What follows belongs to an exercise in optimizing a design on an open flow for small area; a production flow would make more cautious choices.
The RTL was checked by simulation tests, not by an equivalence proof against the original design.
Power and IR drop assume default switching activity.

==> zinc: inputs <==
==> flow/design.v <==
module regfile_sb_lsel (
  input  logic reset,
  input  logic nb_r,
  input  logic nb_k,
  input  logic na_r,
  input  logic na_k,
  output logic sb,
  output logic sa,
  output logic sh
);
  assign sb = ~(nb_r | nb_k);
  assign sa = ~(na_r | na_k);
  assign sh = ~(reset | sb | sa);
endmodule
module regfile_sb_lane (
  input  logic       clk,
  input  logic       sb,
  input  logic       sa,
  input  logic       sh,
  input  logic [7:0] wdb,
  input  logic [7:0] wda,
  output logic [7:0] q
);
  always_ff @(posedge clk)
    q <= ({8{sb}} & wdb) | ({8{sa}} & wda) | ({8{sh}} & q);
endmodule
module regfile_sb_ao3n (
  input  logic [2:0] s,
  input  logic [2:0] d,
  output logic       y
);
  assign y = ~|(s & d);
endmodule
module regfile_sb_nand2 (input logic a, input logic b, output logic y);
  assign y = ~(a & b);
endmodule
module regfile_sb_nand3 (input logic a, input logic b, input logic c, output logic y);
  assign y = ~(a & b & c);
endmodule
module regfile_sb_nand4 (input logic a, input logic b, input logic c, input logic d,
                         output logic y);
  assign y = ~(a & b & c & d);
endmodule
module regfile_sb_rdout (
  input  logic [2:0] p,
  input  logic       byb,
  input  logic       bya,
  input  logic       byp,
  input  logic       wb,
  input  logic       wa,
  output logic       o
);
  logic nm, t;
  assign nm = ~|p;
  assign t  = ~((byb & wb) | (bya & wa));
  assign o  = ~(t & (nm | byp));
endmodule
module regfile_sb_rdbit (
  input  logic [30:0] sel,
  input  logic [30:0] d,
  input  logic        byb,
  input  logic        bya,
  input  logic        byp,
  input  logic        wb,
  input  logic        wa,
  output logic        o
);
  logic [10:0] l;
  logic [2:0]  p;
  genvar i;
  for (i = 0; i < 10; i++) begin : g_leaf
    regfile_sb_ao3n u_ao (.s(sel[3*i +: 3]), .d(d[3*i +: 3]), .y(l[i]));
  end
  regfile_sb_nand2 u_n30 (.a(sel[30]), .b(d[30]), .y(l[10]));
  regfile_sb_nand4 u_p0 (.a(l[0]), .b(l[1]), .c(l[2]), .d(l[3]), .y(p[0]));
  regfile_sb_nand4 u_p1 (.a(l[4]), .b(l[5]), .c(l[6]), .d(l[7]), .y(p[1]));
  regfile_sb_nand3 u_p2 (.a(l[8]), .b(l[9]), .c(l[10]), .y(p[2]));
  regfile_sb_rdout u_out (.p(p), .byb(byb), .bya(bya), .byp(byp), .wb(wb), .wa(wa), .o(o));
endmodule
module regfile_sb #(
  parameter int DATA_W   = 32,
  parameter int ADDR_W   = 5,
  parameter int ZERO_REG = 1
) (
  input  logic                  clk,
  input  logic                  reset,
  input  logic [ADDR_W-1:0]     ra1,
  input  logic [ADDR_W-1:0]     ra2,
  output logic [DATA_W-1:0]     rd1,
  output logic [DATA_W-1:0]     rd2,
  output logic                  rbusy1,
  output logic                  rbusy2,
  input  logic                  wea,
  input  logic                  web,
  input  logic [ADDR_W-1:0]     waa,
  input  logic [ADDR_W-1:0]     wab,
  input  logic [DATA_W-1:0]     wda,
  input  logic [DATA_W-1:0]     wdb,
  input  logic [DATA_W/8-1:0]   bea,
  input  logic [DATA_W/8-1:0]   beb,
  input  logic                  iss_en,
  input  logic [ADDR_W-1:0]     iss_addr,
  output logic [2**ADDR_W-1:0]  busy_vec
);
  localparam int NREG = 2**ADDR_W;
  localparam int NB   = DATA_W/8;
  localparam int R0   = (ZERO_REG != 0) ? 1 : 0;
  localparam int NS   = NREG - R0;    
  logic [NREG-1:0] decA, decB, decI, dec1, dec2;
  always_comb begin
    for (int r = 0; r < NREG; r++) begin
      decA[r] = wea    && (waa      == ADDR_W'(r));
      decB[r] = web    && (wab      == ADDR_W'(r));
      decI[r] = iss_en && (iss_addr == ADDR_W'(r));
      dec1[r] = (ra1 == ADDR_W'(r));
      dec2[r] = (ra2 == ADDR_W'(r));
    end
  end
  logic anyA, anyB;
  assign anyA = |bea;
  assign anyB = |beb;
  logic          same;
  logic [NB-1:0] ea;
  assign same = web && (waa == wab);
  assign ea   = bea & ~({NB{same}} & beb);
  logic [DATA_W-1:0] q [NS];
  logic [NS-1:0]     busy;
  genvar gr, gk;
  generate
    for (gr = 0; gr < NS; gr++) begin : g_reg
      localparam int R = gr + R0;
      for (gk = 0; gk < NB; gk++) begin : g_lane
        logic sb, sa, sh;
        regfile_sb_lsel u_sel (
          .reset (reset),
          .nb_r  (~(decB[R] & ~reset)),
          .nb_k  (~beb[gk]),
          .na_r  (~(decA[R] & ~reset)),
          .na_k  (~ea[gk]),
          .sb    (sb),
          .sa    (sa),
          .sh    (sh)
        );
        regfile_sb_lane u_lane (
          .clk (clk),
          .sb  (sb),
          .sa  (sa),
          .sh  (sh),
          .wdb (wdb[8*gk +: 8]),
          .wda (wda[8*gk +: 8]),
          .q   (q[gr][8*gk +: 8])
        );
      end
      always_ff @(posedge clk)
        busy[gr] <= ~reset & (decI[R] |
                    (busy[gr] & ~((decA[R] & anyA) | (decB[R] & anyB))));
    end
  endgenerate
  if (R0 != 0) begin : g_bz
    assign busy_vec = {busy, 1'b0};
  end else begin : g_bnz
    assign busy_vec = busy;
  end
  logic [NS-1:0] s1, s2;
  assign s1 = dec1[NREG-1:R0];
  assign s2 = dec2[NREG-1:R0];
  logic nz1, nz2, hA1, hB1, hA2, hB2, hI1, hI2;
  assign nz1 = (R0 == 0) || (ra1 != '0);
  assign nz2 = (R0 == 0) || (ra2 != '0);
  assign hA1 = nz1 && wea && (waa == ra1);
  assign hB1 = nz1 && web && (wab == ra1);
  assign hA2 = nz2 && wea && (waa == ra2);
  assign hB2 = nz2 && web && (wab == ra2);
  assign hI1 = iss_en && (iss_addr == ra1);
  assign hI2 = iss_en && (iss_addr == ra2);
  logic [NB-1:0] byb1, bya1, byp1, byb2, bya2, byp2;
  assign byb1 = {NB{hB1}} & beb;
  assign bya1 = {NB{hA1}} & ea;
  assign byp1 = byb1 | bya1;
  assign byb2 = {NB{hB2}} & beb;
  assign bya2 = {NB{hA2}} & ea;
  assign byp2 = byb2 | bya2;
  genvar gb;
  generate
    for (gb = 0; gb < DATA_W; gb++) begin : g_bit
      logic [NS-1:0] col;
      for (gr = 0; gr < NS; gr++) begin : g_col
        assign col[gr] = q[gr][gb];
      end
      regfile_sb_rdbit u_rd1 (
        .sel(s1), .d(col), .byb(byb1[gb/8]), .bya(bya1[gb/8]), .byp(byp1[gb/8]),
        .wb(wdb[gb]), .wa(wda[gb]), .o(rd1[gb]));
      regfile_sb_rdbit u_rd2 (
        .sel(s2), .d(col), .byb(byb2[gb/8]), .bya(bya2[gb/8]), .byp(byp2[gb/8]),
        .wb(wdb[gb]), .wa(wda[gb]), .o(rd2[gb]));
    end
  endgenerate
  assign rbusy1 = |(s1 & busy) && !(((hA1 && anyA) || (hB1 && anyB)) && !hI1);
  assign rbusy2 = |(s2 & busy) && !(((hA2 && anyA) || (hB2 && anyB)) && !hI2);
endmodule
==> flow/run.sh <==
#!/bin/bash
# synth_recipe.tcl (not shown) runs the flow's synth.tcl, then flattens the netlist and writes it again
# the make line also repeats each setting of config.mk as NAME=value (left out here)
make -C /OpenROAD-flow-scripts/flow DESIGN_CONFIG=/design/flow/config.mk WORK_HOME=/design/flow/orfs CLKGATE_MAP_FILE= SYNTH_SCRIPT=/design/flow/synth_recipe.tcl finish
==> flow/config.mk <==
export PLATFORM = sky130hd
export DESIGN_NAME = regfile_sb
export DESIGN_NICKNAME = regfile_sb
export VERILOG_FILES = /design/flow/design.v
export SDC_FILE = /design/flow/constraint.sdc
export NUM_CORES = 4
export LEC_CHECK = 0
export CAP_MARGIN = 20
export CORE_MARGIN = 2
export CORE_UTILIZATION = 25
export CTS_BUF_LIST = sky130_fd_sc_hd__clkbuf_4 sky130_fd_sc_hd__clkbuf_8
export CTS_CLUSTER_DIAMETER = 40
export CTS_CLUSTER_SIZE = 12
export PLACE_DENSITY = 0.45
export SETUP_SLACK_MARGIN = 0.5
export SLEW_MARGIN = 20
export SYNTH_HIERARCHICAL = 1
export SYNTH_MINIMUM_KEEP_SIZE = 0
==> flow/constraint.sdc <==
create_clock -name core_clock -period 8.0 [get_ports {clk}]
set_input_delay 1.6000 -clock core_clock [delete_from_list [all_inputs] [get_ports {clk}]]
set_output_delay 1.6000 -clock core_clock [all_outputs]
set_load 0.01 [all_outputs]
==> maple: changes against zinc <==
==> flow/design.v, changed modules only <==
module regfile_sb_lhold (
  input  logic reset,
  input  logic db,
  input  logic eb,
  input  logic da,
  input  logic ea,
  output logic sh
);
  assign sh = ~((db & eb) | (da & ea) | reset);
endmodule
module regfile_sb_lane (
  input  logic       clk,
  input  logic       sb,
  input  logic       sa,
  input  logic       sh,
  input  logic [7:0] xb,
  input  logic [7:0] xa,
  output logic [7:0] q
);
  always_ff @(posedge clk)
    q <= ~(({8{sb}} & xb) | ({8{sa}} & xa) | ({8{sh}} & q));
endmodule
module regfile_sb_rdout (
  input  logic [2:0] p,
  input  logic       pp,
  input  logic       byb,
  input  logic       bya,
  input  logic       byp,
  input  logic       wb,
  input  logic       wa,
  output logic       o
);
  logic nm, t;
  assign nm = ~((|p) ^ pp);
  assign t  = ~((byb & wb) | (bya & wa));
  assign o  = ~(t & (nm | byp));
endmodule
module regfile_sb_rdbit (
  input  logic [30:0] sel,
  input  logic [30:0] d,
  input  logic        byb,
  input  logic        bya,
  input  logic        byp,
  input  logic        pp,
  input  logic        wb,
  input  logic        wa,
  output logic        o
);
  logic [10:0] l;
  logic [2:0]  p;
  genvar i;
  for (i = 0; i < 10; i++) begin : g_leaf
    regfile_sb_ao3n u_ao (.s(sel[3*i +: 3]), .d(d[3*i +: 3]), .y(l[i]));
  end
  regfile_sb_nand2 u_n30 (.a(sel[30]), .b(d[30]), .y(l[10]));
  regfile_sb_nand4 u_p0 (.a(l[0]), .b(l[1]), .c(l[2]), .d(l[3]), .y(p[0]));
  regfile_sb_nand4 u_p1 (.a(l[4]), .b(l[5]), .c(l[6]), .d(l[7]), .y(p[1]));
  regfile_sb_nand3 u_p2 (.a(l[8]), .b(l[9]), .c(l[10]), .y(p[2]));
  regfile_sb_rdout u_out (.p(p), .pp(pp), .byb(byb), .bya(bya), .byp(byp), .wb(wb), .wa(wa), .o(o));
endmodule
module regfile_sb #(
  parameter int DATA_W   = 32,
  parameter int ADDR_W   = 5,
  parameter int ZERO_REG = 1
) (
  input  logic                  clk,
  input  logic                  reset,
  input  logic [ADDR_W-1:0]     ra1,
  input  logic [ADDR_W-1:0]     ra2,
  output logic [DATA_W-1:0]     rd1,
  output logic [DATA_W-1:0]     rd2,
  output logic                  rbusy1,
  output logic                  rbusy2,
  input  logic                  wea,
  input  logic                  web,
  input  logic [ADDR_W-1:0]     waa,
  input  logic [ADDR_W-1:0]     wab,
  input  logic [DATA_W-1:0]     wda,
  input  logic [DATA_W-1:0]     wdb,
  input  logic [DATA_W/8-1:0]   bea,
  input  logic [DATA_W/8-1:0]   beb,
  input  logic                  iss_en,
  input  logic [ADDR_W-1:0]     iss_addr,
  output logic [2**ADDR_W-1:0]  busy_vec
);
  localparam int NREG = 2**ADDR_W;
  localparam int NB   = DATA_W/8;
  localparam int R0   = (ZERO_REG != 0) ? 1 : 0;
  localparam int NS   = NREG - R0;    
  logic [NREG-1:0] decA, decB, decI, dec1, dec2;
  always_comb begin
    for (int r = 0; r < NREG; r++) begin
      decA[r] = wea    && (waa      == ADDR_W'(r));
      decB[r] = web    && (wab      == ADDR_W'(r));
      decI[r] = iss_en && (iss_addr == ADDR_W'(r));
      dec1[r] = (ra1 == ADDR_W'(r));
      dec2[r] = (ra2 == ADDR_W'(r));
    end
  end
  logic anyA, anyB;
  assign anyA = |bea;
  assign anyB = |beb;
  logic          same;
  logic [NB-1:0] ea;
  assign same = web && (waa == wab);
  assign ea   = bea & ~({NB{same}} & beb);
  logic ph;
  always_ff @(posedge clk)
    ph <= reset | ~ph;
  logic [DATA_W-1:0] xb, xa;
  always_comb begin
    for (int b = 0; b < DATA_W; b++) begin
      xb[b] = beb[b/8] & (wdb[b] ^ ph);
      xa[b] = ea[b/8]  & (wda[b] ^ ph);
    end
  end
  logic [NS-1:0] hb, ha;
  always_comb begin
    for (int r = 0; r < NS; r++) begin
      hb[r] = decB[r + R0] & ~reset;
      ha[r] = decA[r + R0] & ~reset;
    end
  end
  logic [DATA_W-1:0] q [NS];
  logic [NS-1:0]     busy;
  genvar gr, gk;
  generate
    for (gr = 0; gr < NS; gr++) begin : g_reg
      localparam int R = gr + R0;
      for (gk = 0; gk < NB; gk++) begin : g_lane
        logic sh;
        regfile_sb_lhold u_hold (
          .reset (reset),
          .db    (hb[gr]),
          .eb    (beb[gk]),
          .da    (ha[gr]),
          .ea    (ea[gk]),
          .sh    (sh)
        );
        regfile_sb_lane u_lane (
          .clk (clk),
          .sb  (hb[gr]),
          .sa  (ha[gr]),
          .sh  (sh),
          .xb  (xb[8*gk +: 8]),
          .xa  (xa[8*gk +: 8]),
          .q   (q[gr][8*gk +: 8])
        );
      end
      always_ff @(posedge clk)
        busy[gr] <= ~reset & (decI[R] |
                    (busy[gr] & ~((decA[R] & anyA) | (decB[R] & anyB))));
    end
  endgenerate
  if (R0 != 0) begin : g_bz
    assign busy_vec = {busy, 1'b0};
  end else begin : g_bnz
    assign busy_vec = busy;
  end
  logic [NS-1:0] s1, s2;
  assign s1 = dec1[NREG-1:R0];
  assign s2 = dec2[NREG-1:R0];
  logic nz1, nz2, hA1, hB1, hA2, hB2, hI1, hI2;
  assign nz1 = (R0 == 0) || (ra1 != '0);
  assign nz2 = (R0 == 0) || (ra2 != '0);
  assign hA1 = nz1 && wea && (waa == ra1);
  assign hB1 = nz1 && web && (wab == ra1);
  assign hA2 = nz2 && wea && (waa == ra2);
  assign hB2 = nz2 && web && (wab == ra2);
  assign hI1 = iss_en && (iss_addr == ra1);
  assign hI2 = iss_en && (iss_addr == ra2);
  logic pp1, pp2;
  assign pp1 = ph & nz1;
  assign pp2 = ph & nz2;
  logic [NB-1:0] byb1, bya1, byp1, byb2, bya2, byp2;
  assign byb1 = {NB{hB1}} & beb;
  assign bya1 = {NB{hA1}} & ea;
  assign byp1 = byb1 | bya1;
  assign byb2 = {NB{hB2}} & beb;
  assign bya2 = {NB{hA2}} & ea;
  assign byp2 = byb2 | bya2;
  genvar gb;
  generate
    for (gb = 0; gb < DATA_W; gb++) begin : g_bit
      logic [NS-1:0] col;
      for (gr = 0; gr < NS; gr++) begin : g_col
        assign col[gr] = q[gr][gb];
      end
      regfile_sb_rdbit u_rd1 (
        .sel(s1), .d(col), .byb(byb1[gb/8]), .bya(bya1[gb/8]), .byp(byp1[gb/8]), .pp(pp1),
        .wb(wdb[gb]), .wa(wda[gb]), .o(rd1[gb]));
      regfile_sb_rdbit u_rd2 (
        .sel(s2), .d(col), .byb(byb2[gb/8]), .bya(bya2[gb/8]), .byp(byp2[gb/8]), .pp(pp2),
        .wb(wdb[gb]), .wa(wda[gb]), .o(rd2[gb]));
    end
  endgenerate
  assign rbusy1 = |(s1 & busy) && !(((hA1 && anyA) || (hB1 && anyB)) && !hI1);
  assign rbusy2 = |(s2 & busy) && !(((hA2 && anyA) || (hB2 && anyB)) && !hI2);
endmodule
// module regfile_sb_lsel removed
==> flow/flow/run.sh (new file) <==
#!/bin/bash
set -euo pipefail
bash standard.sh \
  "BUFFER_PORTS_ARGS=-buffer_cell sky130_fd_sc_hd__buf_1" \
  "CTS_ARGS=-sink_clustering_enable -repair_clock_nets -dont_use_dummy_load -buf_list sky130_fd_sc_hd__clkbuf_8 -sink_clustering_size 20 -sink_clustering_max_diameter 50" \
  finish > flow_make.log 2>&1
==> flow/standard.sh (new file) <==
#!/bin/bash
# synth_recipe.tcl (not shown) runs the flow's synth.tcl, then flattens the netlist and writes it again
# the make line also repeats each setting of config.mk as NAME=value (left out here)
make -C /OpenROAD-flow-scripts/flow DESIGN_CONFIG=/design/flow/config.mk WORK_HOME=/design/flow/orfs CLKGATE_MAP_FILE= SYNTH_SCRIPT=/design/flow/synth_recipe.tcl "${@:-finish}"
Settings changed: CAP_MARGIN 20 to 10, CELL_PAD_IN_SITES_DETAIL_PLACEMENT set to 1, CELL_PAD_IN_SITES_GLOBAL_PLACEMENT set to 1, CTS_BUF_LIST sky130_fd_sc_hd__clkbuf_4 sky130_fd_sc_hd__clkbuf_8 to not set, CTS_CLUSTER_DIAMETER 40 to not set, CTS_CLUSTER_SIZE 12 to not set, SLEW_MARGIN 20 to 10.
removed: flow/run.sh
==> run notes <==
maple completed without violations. zinc completed without violations. Of maple and zinc, zinc has the higher utilization (gap 0.80 points). Of maple and zinc, zinc has the higher synthesized cell count (gap about 19%, measured against zinc). Of zinc and maple, zinc has the higher clock power (gap 63%, measured against maple). Against zinc, the non-clock buffer count of maple is higher by 158. In maple the first-iteration DRC count is lower than in zinc, by about 18%. Sequential power: zinc is smaller than maple (12%). Between zinc and maple, the lower routed wire length is in zinc (gap about 3.7%, measured against maple). Total power: zinc is higher than maple (about 5%).

-- what the ideal ports hide --
The results above use ideal ports. As a check the final layouts listed here were re-extracted and re-timed, cells and wires unchanged. Step 1: set_driving_cell puts a clkbuf_16 on clk and a buf_2 on each other input, an assumption about the parent block. Step 2 adds t to the input delays and takes it off the output delays; t is the mean of the earliest and latest rising clock arrival at the registers after step 1. Input paths then give back, and output paths get back, about the clock's delay inside the block. Slacks: ideal ports / drivers / drivers and shift; pairs: ideal ports / drivers.
| run | t (ns) | slack for setup (ns) | hold slack, ns | worst slew at a driven data input, ns | pins driven straight from the clock port |
|---|---|---|---|---|---|
| zinc | 1.044 | 0.527 / 0.499 / 0.499 | 0.495 / 0.495 / 0.495 | 0.22 | 1 |
| maple | 1.014 | 0.814 / 0.776 / 0.776 | 0.471 / 0.471 / 0.471 | 0.24 | 1 |
After both steps every run listed still meets setup and hold. The setup slack of maple, which loses most, moves by -0.038 ns with the drivers and by -0.038 ns with both steps.
